From an optimization exercise on the open Yosys and OpenROAD flow, aimed at small area and few clock cycles; shortcuts taken in it are not production practice. In this exercise RTL edits were held to simulation tests only and were not proved equivalent to the original. Power is estimated from default activity; no workload was simulated.

### design.v
package sgti_pkg;
	localparam int IDX_W     = 20;
	localparam int ROW_W     = 10;
	localparam int REG_W     = 11;
	localparam int CFG_IDX_W = 2;
	localparam int IN_DATA_W  = 8;
	localparam int OUT_DATA_W = 64;
	localparam logic [CFG_IDX_W-1:0] REG_SLICE_COUNT = CFG_IDX_W'(0);
	localparam logic [CFG_IDX_W-1:0] REG_STACK_COUNT = CFG_IDX_W'(1);
	typedef enum logic [1:0] {
		REGION_TOP = 2'd0,
		REGION_MID = 2'd1,
		REGION_BOT = 2'd2
	} region_t;
	typedef struct packed {
		logic              last_triangle;
		region_t           region;
		logic [IDX_W-1:0]  vertex_c;
		logic [IDX_W-1:0]  vertex_b;
		logic [IDX_W-1:0]  vertex_a;
	} tri_t;
endpackage
import sgti_pkg::*;
module sphere_grid_triangle_index_generator #(
	parameter int MAX_SLICES = 1024,
	parameter int MAX_STACKS = 1024
) (
	input  logic                                clk,
	input  logic                                arst_n,
	input  logic                                s_axis_tvalid,
	output logic                                s_axis_tready,
	input  logic [sgti_pkg::IN_DATA_W-1:0]      s_axis_tdata,    
	output logic                                m_axis_tvalid,
	input  logic                                m_axis_tready,
	output logic [sgti_pkg::OUT_DATA_W-1:0]     m_axis_tdata,    
	output logic [1:0]                          m_axis_tuser,    
	output logic                                m_axis_tlast,    
	input  logic                                cfg_valid,
	output logic                                cfg_ready,
	input  logic [sgti_pkg::CFG_IDX_W-1:0]      cfg_index,
	input  logic [sgti_pkg::REG_W-1:0]          cfg_data
);
	localparam int CW = 10;
	typedef enum logic [1:0] {
		PH_TOP = 2'd0,
		PH_MID = 2'd1,
		PH_BOT = 2'd2
	} phase_t;
	logic [CW-1:0]    slices_q;
	logic [CW-1:0]    stacks_q;
	logic [1:0]       phase_q;
	logic [IDX_W-1:0] vtx_q;
	logic [IDX_W-1:0] aux_q;
	logic [CW-1:0]    col_q;
	logic             last_col_q;
	logic             pair_q;
	logic [CW-1:0]    row_q;
	logic             out_valid_q;
	logic             rewind_q;
	logic             cfg_s;
	logic             cfg_t;
	logic             cfg_hit;
	logic             restart;    
	logic [CW-1:0]    sat_s;
	logic [CW-1:0]    sat_t;
	logic [IDX_W-1:0] vtx_k;
	logic             vstep;
	logic             vdown;
	logic             vhi_step;
	logic             vtx_hi;
	logic             vcarry;
	logic [IDX_W-1:0] aux_p1;
	logic             acarry;
	logic [IDX_W-1:0] upper;
	logic [CW:0]      sub;
	logic             borrow;
	logic [IDX_W-1:0] tri_a;
	logic [IDX_W-1:0] tri_b;
	logic [IDX_W-1:0] tri_c;
	logic [1:0]       tri_region;
	logic             tri_last;
	logic [CW-1:0]    col_p1;
	logic [CW-1:0]    row_m1;
	logic             rborrow;
	logic             in_top;
	logic             col_step;
	logic             band_end;
	logic             to_mid;
	logic             to_bot;
	logic             to_top;
	logic             vtx_step;
	logic             aux_load;
	logic             row_load;
	logic             ccarry;
	logic             col_hit;
	logic [1:0]       n_phase;
	logic [IDX_W-1:0] n_aux;
	logic [CW-1:0]    n_row;
	logic             ld_first;
	logic             ld_next;
	assign cfg_s   = cfg_valid && (cfg_index == REG_SLICE_COUNT);
	assign cfg_t   = cfg_valid && (cfg_index == REG_STACK_COUNT);
	assign cfg_hit = cfg_s || cfg_t;
	always_comb begin
		sat_t = cfg_data[10] ? '0 : cfg_data[9:0];
		if (cfg_data[10:1] == '0) sat_t[1:0] = 2'd2;
		sat_s = sat_t;
		if (sat_t == 10'd2) sat_s[0] = 1'b1;
	end
	always_comb begin
		vdown  = phase_q[1];
		vcarry = 1'b0;
		for (int k = 0; k < CW; k++) begin
			vstep    = (k == 0) ? 1'b1 : vdown;
			vtx_k[k] = vtx_q[k] ^ vstep ^ vcarry;
			vcarry   = (vtx_q[k] & vstep) | (vtx_q[k] & vcarry) | (vstep & vcarry);
		end
		vhi_step = vcarry ^ vdown;
		vcarry   = 1'b0;
		for (int k = CW; k < IDX_W; k++) begin
			vstep    = (k == CW) ? 1'b1 : vdown;
			vtx_hi   = vtx_q[k] ^ vstep ^ vcarry;
			vcarry   = (vtx_q[k] & vstep) | (vtx_q[k] & vcarry) | (vstep & vcarry);
			vtx_k[k] = vhi_step ? vtx_hi : vtx_q[k];
		end
		acarry = 1'b1;
		for (int k = 0; k < IDX_W; k++) begin
			aux_p1[k] = aux_q[k] ^ acarry;
			acarry    = aux_q[k] & acarry;
		end
		sub    = last_col_q ? {(col_q == '0), col_q} : '0;
		borrow = 1'b1;
		for (int k = 0; k <= CW; k++) begin
			upper[k] = aux_p1[k] ^ !sub[k] ^ borrow;
			borrow   = (aux_p1[k] & !sub[k]) | (aux_p1[k] & borrow) | (!sub[k] & borrow);
		end
		upper[IDX_W-1:CW+1] = aux_p1[IDX_W-1:CW+1] - (IDX_W-CW-1)'(!borrow);
		tri_region = phase_q;
		tri_last   = phase_q[1] & last_col_q;
		tri_a = ({IDX_W{phase_q[0]}} & vtx_q) | ({IDX_W{phase_q[1]}} & aux_p1);
		tri_b = ({IDX_W{!phase_q[0]}} & vtx_q) |
			({IDX_W{phase_q[0] & !pair_q & !last_col_q}} & vtx_k) |
			({IDX_W{phase_q[0] & !pair_q & last_col_q}} & aux_p1) |
			({IDX_W{phase_q[0] & pair_q}} & upper);
		tri_c = ({IDX_W{!phase_q[0] & !last_col_q}} & vtx_k) |
			({IDX_W{phase_q[0] & !pair_q}} & upper) |
			({IDX_W{(phase_q[0] & pair_q) | (phase_q[1] & last_col_q)}} & aux_q) |
			IDX_W'(!phase_q[0] & !phase_q[1] & last_col_q);
	end
	always_comb begin
		ccarry = 1'b1;
		for (int k = 0; k < CW; k++) begin
			col_p1[k] = col_q[k] ^ ccarry;
			ccarry    = col_q[k] & ccarry;
		end
		col_hit = (col_p1 == slices_q);
		rborrow = 1'b1;
		for (int k = 0; k < CW; k++) begin
			row_m1[k] = row_q[k] ^ rborrow;
			rborrow   = !row_q[k] & rborrow;
		end
		in_top   = !phase_q[0] & !phase_q[1];
		col_step = !phase_q[0] | pair_q;
		band_end = phase_q[0] & pair_q & last_col_q;
		to_mid   = in_top & last_col_q & (stacks_q != CW'(2));
		to_bot   = (in_top & last_col_q & (stacks_q == CW'(2))) | (band_end & (row_q == CW'(3)));
		to_top   = phase_q[1] & last_col_q;
		if (to_mid) n_phase = PH_MID;
		else if (to_bot) n_phase = PH_BOT;
		else if (to_top) n_phase = PH_TOP;
		else n_phase = phase_q;
		vtx_step = col_step & !to_bot & !to_top;
		aux_load = to_mid | to_bot | (phase_q[0] & pair_q);
		n_aux    = to_mid ? IDX_W'(1) : to_bot ? vtx_q : aux_p1;
		row_load = to_mid | band_end;
		n_row    = to_mid ? stacks_q : row_m1;
	end
	assign restart  = s_axis_tvalid ? s_axis_tdata[0] : cfg_hit;
	assign ld_first = out_valid_q ? (m_axis_tready && (restart || rewind_q)) : restart;
	assign ld_next  = out_valid_q && m_axis_tready && !(restart || rewind_q);
	always_ff @(posedge clk or negedge arst_n) begin
		if (!arst_n) begin
			slices_q    <= CW'(32);
			stacks_q    <= CW'(16);
			out_valid_q <= 1'b0;
			rewind_q    <= 1'b0;
			phase_q     <= PH_TOP;
			vtx_q       <= IDX_W'(1);
			col_q       <= CW'(1);
			last_col_q  <= 1'b0;
			pair_q      <= 1'b0;
		end else begin
			if (cfg_s) slices_q <= sat_s;
			if (cfg_t) stacks_q <= sat_t;
			if (!out_valid_q || m_axis_tready) begin
				out_valid_q <= s_axis_tvalid;
				rewind_q    <= s_axis_tvalid && cfg_hit;
			end else begin
				rewind_q    <= rewind_q || cfg_hit;
			end
			if (ld_first) begin
				phase_q    <= PH_TOP;
				vtx_q      <= IDX_W'(1);
				col_q      <= CW'(1);
				last_col_q <= 1'b0;
				pair_q     <= 1'b0;
			end else if (ld_next) begin
				phase_q <= n_phase;
				pair_q  <= phase_q[0] & !pair_q;
				if (to_top) vtx_q <= IDX_W'(1);
				else if (vtx_step) vtx_q <= vtx_k;
				if (col_step) begin
					col_q      <= last_col_q ? CW'(1) : col_p1;
					last_col_q <= !last_col_q & col_hit;
				end
			end
		end
	end
	always_ff @(posedge clk) begin
		if (ld_next && aux_load) aux_q <= n_aux;
		if (ld_next && row_load) row_q <= n_row;
	end
	assign s_axis_tready = !out_valid_q || m_axis_tready;
	assign cfg_ready     = 1'b1;
	assign m_axis_tvalid = out_valid_q;
	assign m_axis_tdata  = {(OUT_DATA_W - 3 * IDX_W)'(0), tri_c, tri_b, tri_a};
	assign m_axis_tuser  = tri_region;
	assign m_axis_tlast  = tri_last;
endmodule
### flow/run.sh
#!/bin/bash
set -euo pipefail
W=$(pwd)

# ORFS's synth.tcl with the ABC mapping script swapped
sed -e 's#log_cmd abc {\*}$abc_args#lset abc_args 1 $::env(AREA_ABC_SCRIPT); log_cmd abc {*}$abc_args#' \
	"$FLOW_HOME/scripts/synth.tcl" > "$W/synth_area_body.tcl"
grep -q 'AREA_ABC_SCRIPT' "$W/synth_area_body.tcl"
# The standard flow's synthesis script, sourcing that copy
sed -e "s#\$::env(SCRIPTS_DIR)/synth.tcl#$W/synth_area_body.tcl#" "$W/synth_recipe.tcl" > "$W/synth_area.tcl"
grep -q 'synth_area_body' "$W/synth_area.tcl"
# standard.sh's make line, with that synthesis script
sed -e "s#SYNTH_SCRIPT=[^ ]*#SYNTH_SCRIPT=$W/synth_area.tcl#" "$W/standard.sh" > "$W/standard_area.sh"

export AREA_ABC_SCRIPT="$W/flow/area.abc"
export BUFFER_PORTS_ARGS="-buffer_cell sky130_fd_sc_hd__buf_1"
export CTS_ARGS="-sink_clustering_enable -repair_clock_nets -buf_list sky130_fd_sc_hd__clkbuf_8 -dont_use_dummy_load"

bash "$W/standard_area.sh" synth > "$W/synth.log" 2>&1
bash "$W/standard.sh" > "$W/layout.log" 2>&1
### flow/area.abc
strash
dch -f
amap
strash
dch -f
amap
strash
dch -f
amap
strash
dch -f
amap
strash
dch -f
amap
strash
dch -f
amap
strash
dch -f
amap
strash
dch -f
amap
strash
dch -f
amap
strash
dch -f
amap
### standard.sh
#!/bin/bash
# synth_recipe.tcl (not shown) runs the flow's synth.tcl, then flattens the netlist and writes it again
# the make line also repeats each setting of config.mk as NAME=value (left out here)
make -C /OpenROAD-flow-scripts/flow DESIGN_CONFIG=/design/flow/config.mk WORK_HOME=/design/flow/orfs CLKGATE_MAP_FILE= SYNTH_SCRIPT=/design/flow/synth_recipe.tcl "${@:-finish}"
### config.mk
export PLATFORM = sky130hd
export DESIGN_NAME = sphere_grid_triangle_index_generator
export DESIGN_NICKNAME = sphere_grid_triangle_index_generator
export VERILOG_FILES = /design/flow/design.v
export SDC_FILE = /design/flow/constraint.sdc
export NUM_CORES = 4
export LEC_CHECK = 0
export CAP_MARGIN = 20
export CORE_MARGIN = 2
export CORE_UTILIZATION = 40
export CTS_BUF_LIST = sky130_fd_sc_hd__clkbuf_8
export SLEW_MARGIN = 20
### constraint.sdc
create_clock -name core_clock -period 10.0 [get_ports {clk}]
set_input_delay 2.0000 -clock core_clock [delete_from_list [all_inputs] [get_ports {clk}]]
set_output_delay 2.0000 -clock core_clock [all_outputs]
set_load 0.01 [all_outputs]
==> qor.yml, run 1 <==
outcome:
  status: "timing/DRC/antenna clean"
die:
  placementRows: 43
  coreArea_mm2: 0.0140
  fp.dieW_um: 124
  die_area_mm2: 0.0154
  ios: 96
  initial_utilization: 0.411
  dieHeight_um: 124
routing:
  drtIter0Drc: 432
  vias: 5278
  wl_per_cell_um: 19.5
  ant_nets: 0
  via_per_inst: 5.91
  drc: 0
  wl_um: 17400
  drt_pre_antenna_iters: 5
sta:
  slew_viol_final: 0
  finalHoldViolations: 0
  slew_headroom: 0.279
  timing.final.crit_share: 0.901
  fmax_mhz: 111
  rsz0062_at_grt: "no"
  skew_ps: 21.3
  finalWorstSetupSlack_ps: 990
  holdWs_ps: 504
  setup_viol: 0
  layout_min_cycle_time_ps: 9010
  final.setup.tns_ps: 0
  tightestPinTransition_ps: 1080
global_route:
  grt_pass1_wl_um: 27300
  grt_max_degree: 57
  grt_usage: 0.235
  grt_pass1_vias: 5311
  grt_remaining_overflow: 0
  grt_antenna_before_repair: 0
critical_path:
  ff2ff_setup_slack_ps: 4020
  reg2reg_from: "phase_q[1]"
  path_cells: "ha_1 -> ha_1 -> a221oi_1 -> fa_1 -> fa_1 -> fa_1 -> fa_1 -> fa_1 -> fa_1 -> fa_1 -> fa_1 -> clkinv_1 -> fa_1 -> clkinv_1 -> ha_1 -> clkinv_1 -> nor3_1 -> nand2_1 -> nor4_1 -> a21oi_1 -> o22ai_1 -> a221o_1 -> buf_1"
  cp.arrival_ps: 7010
  worstPathRequired_ps: 8000
  crit_top_cell: "fa_1"
  endpoint_kind: "primary output"
  worst_r2r_path_depth: 15
  start_kind: "flop"
  crit_path_end: "m_axis_tdata[38]"
  r2r-end: "vtx_q[15]"
  crit_start: "aux_q[0]"
  crit_fanout: 6
  cp_slowest_cell: "edfxtp_1"
  cpPeakStageDelay_ps: 500
  path_class: "reg -> out"
cts:
  clock_path_buffers: 2
  cts_resized: 0
  cts_setup_buffers: 0
  cts_inserted_buffers: 9
  clockRootBuffer: "clkbuf_8"
  clkSinkCount: 86
  htreeDepth: 3
  clk_pin_slew_ps: 90
  tritoncts: "yes"
  clock_latency_ps: 380
  cts_hold_buf: 0
placed_design:
  dp_hpwl_um: 12000
  port-buffer-count: 83
  gp_congestion: 0.902
  placed_cells: 884
  dpl_cell_area_mm2: 0.00632
  dpl_worst_slack_ps: 1420
cells_and_area:
  layout_commonest_cell: "o22ai_1"
  fin_util: 0.461
  stdcell_area_mm2: 0.00644
  diodes: 0
  mostFrequentLayoutCells: "120 x o22ai_1, 115 x clkinv_1, 82 x buf_1"
  nets: 807
  multiInputGateArea_mm2: 0.00298
  seq_area_mm2: 0.00231
  drive_gt1_frac: 0.0323
  fillers: 1390
  layout.cells.non_filler: 893
  area_delta_synth_final_pct: 12.0
power:
  power_density_mw_per_mm2: 133
  p_leak_nw: 2.34
  power_mw: 0.856
  ir_drop_mv: 0.106
synthesis:
  syn_area_mm2: 0.00576
  synthArstFlopShare: 0.651
  seq_area_frac_synth: 0.401
  synth_top_flop_cell: "dfrtp_1"
  ys_warn_count: 1
  ys_ff_latch: 86
  synth_cell_types: 30
  synth_edf_count: 30
  syn_avg_cell_area_um2: 9.34
  synth_cells: 616
min_path:
  hold_path.class: "reg -> reg"
  hp-start: "slices_q[5]"
flow_run:
  cap_violations: 0
## Yosys cell counts, drive strengths merged, types with 4 or more instances
library cell  number  share of area
nor4               4         0.0043
a22oi              7         0.0091
edfxtp            30           0.16
a221o              5         0.0087
nand4              6         0.0065
nor2              44          0.029
clkinv           115          0.075
dfrtp             52           0.23
ha                40          0.087
nand2b             5         0.0054
fa                26          0.090
dfstp              4          0.018
o21a               4         0.0052
nor3               9         0.0078
o21ai             31          0.027
nand2             42          0.027
buf                6         0.0078
o22ai            120           0.13
o221ai            22          0.033
a21oi             23          0.020
nand3              4         0.0035
nor2b              6         0.0065
## worst min-delay path by stage
stage	endpoint	slack [ps]	cells past startpoint
after detailed placement	slices_q[5]	500	2
after global placement	slices_q[5]	490	2
final	slices_q[5]	500	2
after floorplan	stacks_q[4]	460	2
after CTS	slices_q[5]	510	2
after global routing	stacks_q[4]	540	2
## state kept, by name (all words and copies together), names as in the netlist
| register | count |
|---|---|
| stacks_q | 10 |
| vtx_q | 20 |
| last_col_q | 1 |
| row_q | 10 |
| phase_q | 2 |
| col_q | 10 |
| out_valid_q | 1 |
| slices_q | 10 |
| rewind_q | 1 |
| aux_q | 20 |
| pair_q | 1 |
## where the power goes
part / internal, mW / leakage, nW / switching (mW) / total, mW
Sequential: 0.396 / 1.01 / 0.0218 / 0.418
Clock: 0.0808 / 0.0647 / 0.119 / 0.200
Combinational: 0.0847 / 1.27 / 0.154 / 0.239
Total: 0.561 / 2.34 / 0.295 / 0.856
## worst max-delay path, delay by kind of cell, from the launching register on
family / cells / cell delay [ps]
compound gates: 4 / 700
fa+ha+maj: 12 / 4770
buf+inv: 4 / 360
flops: 1 / 500
simple gates: 3 / 280
## routing by layer
layer / up-vias / wire length (um) / global-route usage
li1: 2488 / - / -
met1: 2559 / 7220 / 0.289
met2: 189 / 8560 / 0.399
met3: 42 / 1080 / 0.0476
met4: 0 / 554 / 0.105
met5: - / 0 / 0
## logic make-up (layout without fill, tap and decap cells)
logic type               count (synthesis)  in the layout  share of synthesized area
flip-flops                              86             86                      0.401
other                                    2              5                    0.00130
AO/OA/AOI/OAI                          219            219                      0.245
adder cells (fa/ha/maj)                 66             66                      0.177
AND/OR/NAND/NOR                        122            122                     0.0926
buffers and inverters                  121            215                     0.0828
## final cells by class
type | instances | share of cell area
tap | 180 | 0.0349
clock buffer | 9 | 0.0192
timing repair buffer | 91 | 0.0579
sequential | 86 | 0.358
multi-input combinational | 412 | 0.463
inverter | 115 | 0.0670
Testbench counts, summed over its fixed seeds: cycles 77,703.
==> run 2, diff against run 1 <==
==> flow/area.abc (replaced) <==
strash
dc2
dch
amap
strash
dc2
dch
amap
==> qor.yml, run 2 <==
outcome:
  status: "timing/DRC/antenna clean"
synthesis:
  synth_edf_count: 30
  synth_top_cell_by_area: "dfrtp_1"
  ys_top_cells_by_area: "dfrtp_1 23%, edfxtp_1 16%, o22ai_1 11%"
  yosysMostFrequentCell: "clkinv_1"
  synthArstFlopShare: 0.651
  seq_area_frac_synth: 0.401
  yosysTopAreaCellShare: 0.226
  synth_cells: 615
  ys_warn_count: 1
  synth_top_flop_cell: "dfrtp_1"
  syn_avg_cell_area_um2: 9.34
  syn_area_mm2: 0.00575
  synth_cell_types: 33
  synth_commonest_cells: "109 x clkinv_1, 101 x o22ai_1, 56 x nand2_1"
  ys_ff_latch: 86
power:
  power_density_mw_per_mm2: 138
  p_leak_nw: 2.32
  ir_drop_mv: 0.0756
min_path:
  min_delay_path_depth: 2
  hold_path.class: "reg -> reg"
  hp-start: "slices_q[5]"
  hold_end: "slices_q[5]"
sta:
  slew_headroom: 0.261
  skew_ps: 21.7
  slew_viol_final: 0
  timing.final.crit_share: 0.907
  rsz0062_at_grt: "no"
  fmax_mhz: 110
  finalHoldViolations: 0
  finalWorstSetupSlack_ps: 933
  tightestPinTransition_ps: 1110
  layout_min_cycle_time_ps: 9070
  final.setup.tns_ps: 0
  setup_viol: 0
global_route:
  grt_usage: 0.224
  grt_remaining_overflow: 0
  grt_antenna_before_repair: 0
  grt_pass1_vias: 5084
  grt_max_degree: 57
  grt_pass1_wl_um: 26000
cts:
  cts_inserted_buffers: 9
  clockRootBuffer: "clkbuf_8"
  cts_hold_buf: 0
  clock_latency_ps: 370
  clk_pin_slew_ps: 80
  clkSinkCount: 86
  clock_path_buffers: 2
  cts_setup_buffers: 0
  tritoncts: "yes"
  cts_resized: 0
  htreeDepth: 3
critical_path:
  worstPathRequired_ps: 8000
  crit_fanout: 6
  ff2ff_setup_slack_ps: 4290
  r2r-end: "vtx_q[11]"
  cp.arrival_ps: 7070
  worst_r2r_path_depth: 15
  start_kind: "flop"
  reg2reg_from: "phase_q[1]"
  endpoint_kind: "primary output"
  path_class: "reg -> out"
flow_run:
  cap_violations: 0
die:
  ios: 96
  fp.dieW_um: 124
  coreArea_mm2: 0.0139
  initial_utilization: 0.412
  die_area_mm2: 0.0153
  dieHeight_um: 124
  placementRows: 43
cells_and_area:
  mostFrequentLayoutCells: "109 x clkinv_1, 101 x o22ai_1, 82 x buf_1"
  multiInputGateArea_mm2: 0.00300
  fillers: 1390
  seq_area_mm2: 0.00231
  reg_top3: "aux_q (20), vtx_q (20)"
  drive_gt1_frac: 0.0282
  layout_commonest_cell: "clkinv_1"
  diodes: 0
  nets: 803
  area_delta_synth_final_pct: 11.7
routing:
  drtIter0Drc: 338
  drt_pre_antenna_iters: 7
  drc: 0
  via_per_inst: 5.85
  wl_um: 16600
  vias: 5197
  wl_per_cell_um: 18.7
  ant_nets: 0
placed_design:
  dp_hpwl_um: 11500
  port-buffer-count: 83
  dpl_worst_slack_ps: 1340
  gp_congestion: 0.865
run 2: cell count changes after synthesis, moves of 6 or more:
cell	before	now
clkinv_1	115	109
nand2_1	42	56
nor2_1	44	54
o21ai_0	31	20
o221ai_1	22	37
o22ai_1	120	101
run 2: per-layer routing:
metal	vias up	track usage	routed length (um)
li1	2474	-	-
met1	2495	0.284	6960
met2	202	0.381	8310
met3	26	0.0403	1030
met4	0	0.0874	297
met5	-	0	0
run 2: layout make-up:
cell class	count	area share
multi-input combinational	417	0.468
sequential	86	0.359
inverter	109	0.0637
timing repair buffer	88	0.0546
tap	180	0.0351
clock buffer	9	0.0193
run 2: cells by family after synthesis:
kind of cell             after synthesis  share of synthesized area
AO/OA/AOI/OAI                        210                      0.241
buffers and inverters                115                     0.0790
AND/OR/NAND/NOR                      136                     0.0993
adder cells (fa/ha/maj)               66                      0.178
other                                  2                    0.00131
flip-flops                            86                      0.401
run 2: how the worst max path moves through the flow:
| stage | start | to | slack (ps) | depth (start not counted) |
|---|---|---|---|---|
| 6_report | aux_q[0] | m_axis_tdata[59] | 930 | 26 |
| 5_1_grt | last_col_q | m_axis_tdata[59] | 600 | 28 |
| 4_1_cts | aux_q[0] | m_axis_tdata[59] | 910 | 26 |
| 3_5_place_dp | aux_q[0] | m_axis_tdata[59] | 1340 | 26 |
| 3_3_place_gp | last_col_q | m_axis_tdata[39] | 1440 | 28 |
| 2_1_floorplan | aux_q[0] | m_axis_tdata[39] | 2010 | 25 |
run 2: metrics by stage:
stage | area [um2] | util | hold WS, ps | std cells | power (mW)
floorplan | 5760 | - | 468 | 618 | 0.604
global placement | 6290 | 0.451 | 481 | 880 | 0.689
detailed placement | 6290 | 0.451 | 489 | 880 | 0.696
CTS | 6410 | 0.460 | 501 | 889 | 0.891
global route | 6420 | 0.461 | 554 | 889 | 0.942
finish | 6420 | 0.461 | 498 | 889 | 0.888
run 2: where the power goes:
group          switching [mW]  total (mW)  internal, mW
Combinational           0.174       0.266        0.0912
Clock                   0.118       0.199        0.0808
Sequential             0.0254       0.424         0.399
Total                   0.318       0.888         0.571
run 2: worst max-delay path, stage by stage, from the launching register on:
cell      delay (ps)
edfxtp_1         500
ha_1             360
clkinv_1         140
a31oi_1          190
nor2_1            80
fa_1             470
fa_1             480
fa_1             460
fa_1             490
fa_1             480
fa_1             470
fa_1             490
fa_1             440
clkinv_1          70
fa_1             180
clkinv_1         100
ha_1             210
nand2_1          120
nor3_1            90
nand2_1          130
nor2_1            80
clkinv_1          60
nor3_1            60
nor2_1            90
a21oi_1           60
o221ai_1         210
buf_1            190

## re-timing with driven ports
The flow's constraints put no driver on any port. The routed layouts listed below were extracted and timed again, unchanged, in two steps.
Step 1 sets driving cells, clkbuf_16 on the clock port and buf_2 on the other inputs (assumed; they add their load-dependent delay and slew).
Step 2 moves the port delays by t, midway between the first and last clock arrival at a register: inputs arrive t later, outputs are due t later. That takes back most of the time a late clock gives input paths.
Slacks: ideal / step 1 / step 2; pairs: ideal / step 1.
run	t (ns)	setup slack, ns	worst setup path at the end	worst register clock-pin slew, ns	worst data-port slew with drivers (ns)
run 1	0.401	0.990 / 0.956 / 1.358	register to output	0.09 / 0.09	0.05
run 2	0.402	0.933 / 0.895 / 1.297	register to output	0.09 / 0.09	0.04
After both steps every run listed still meets setup and hold.
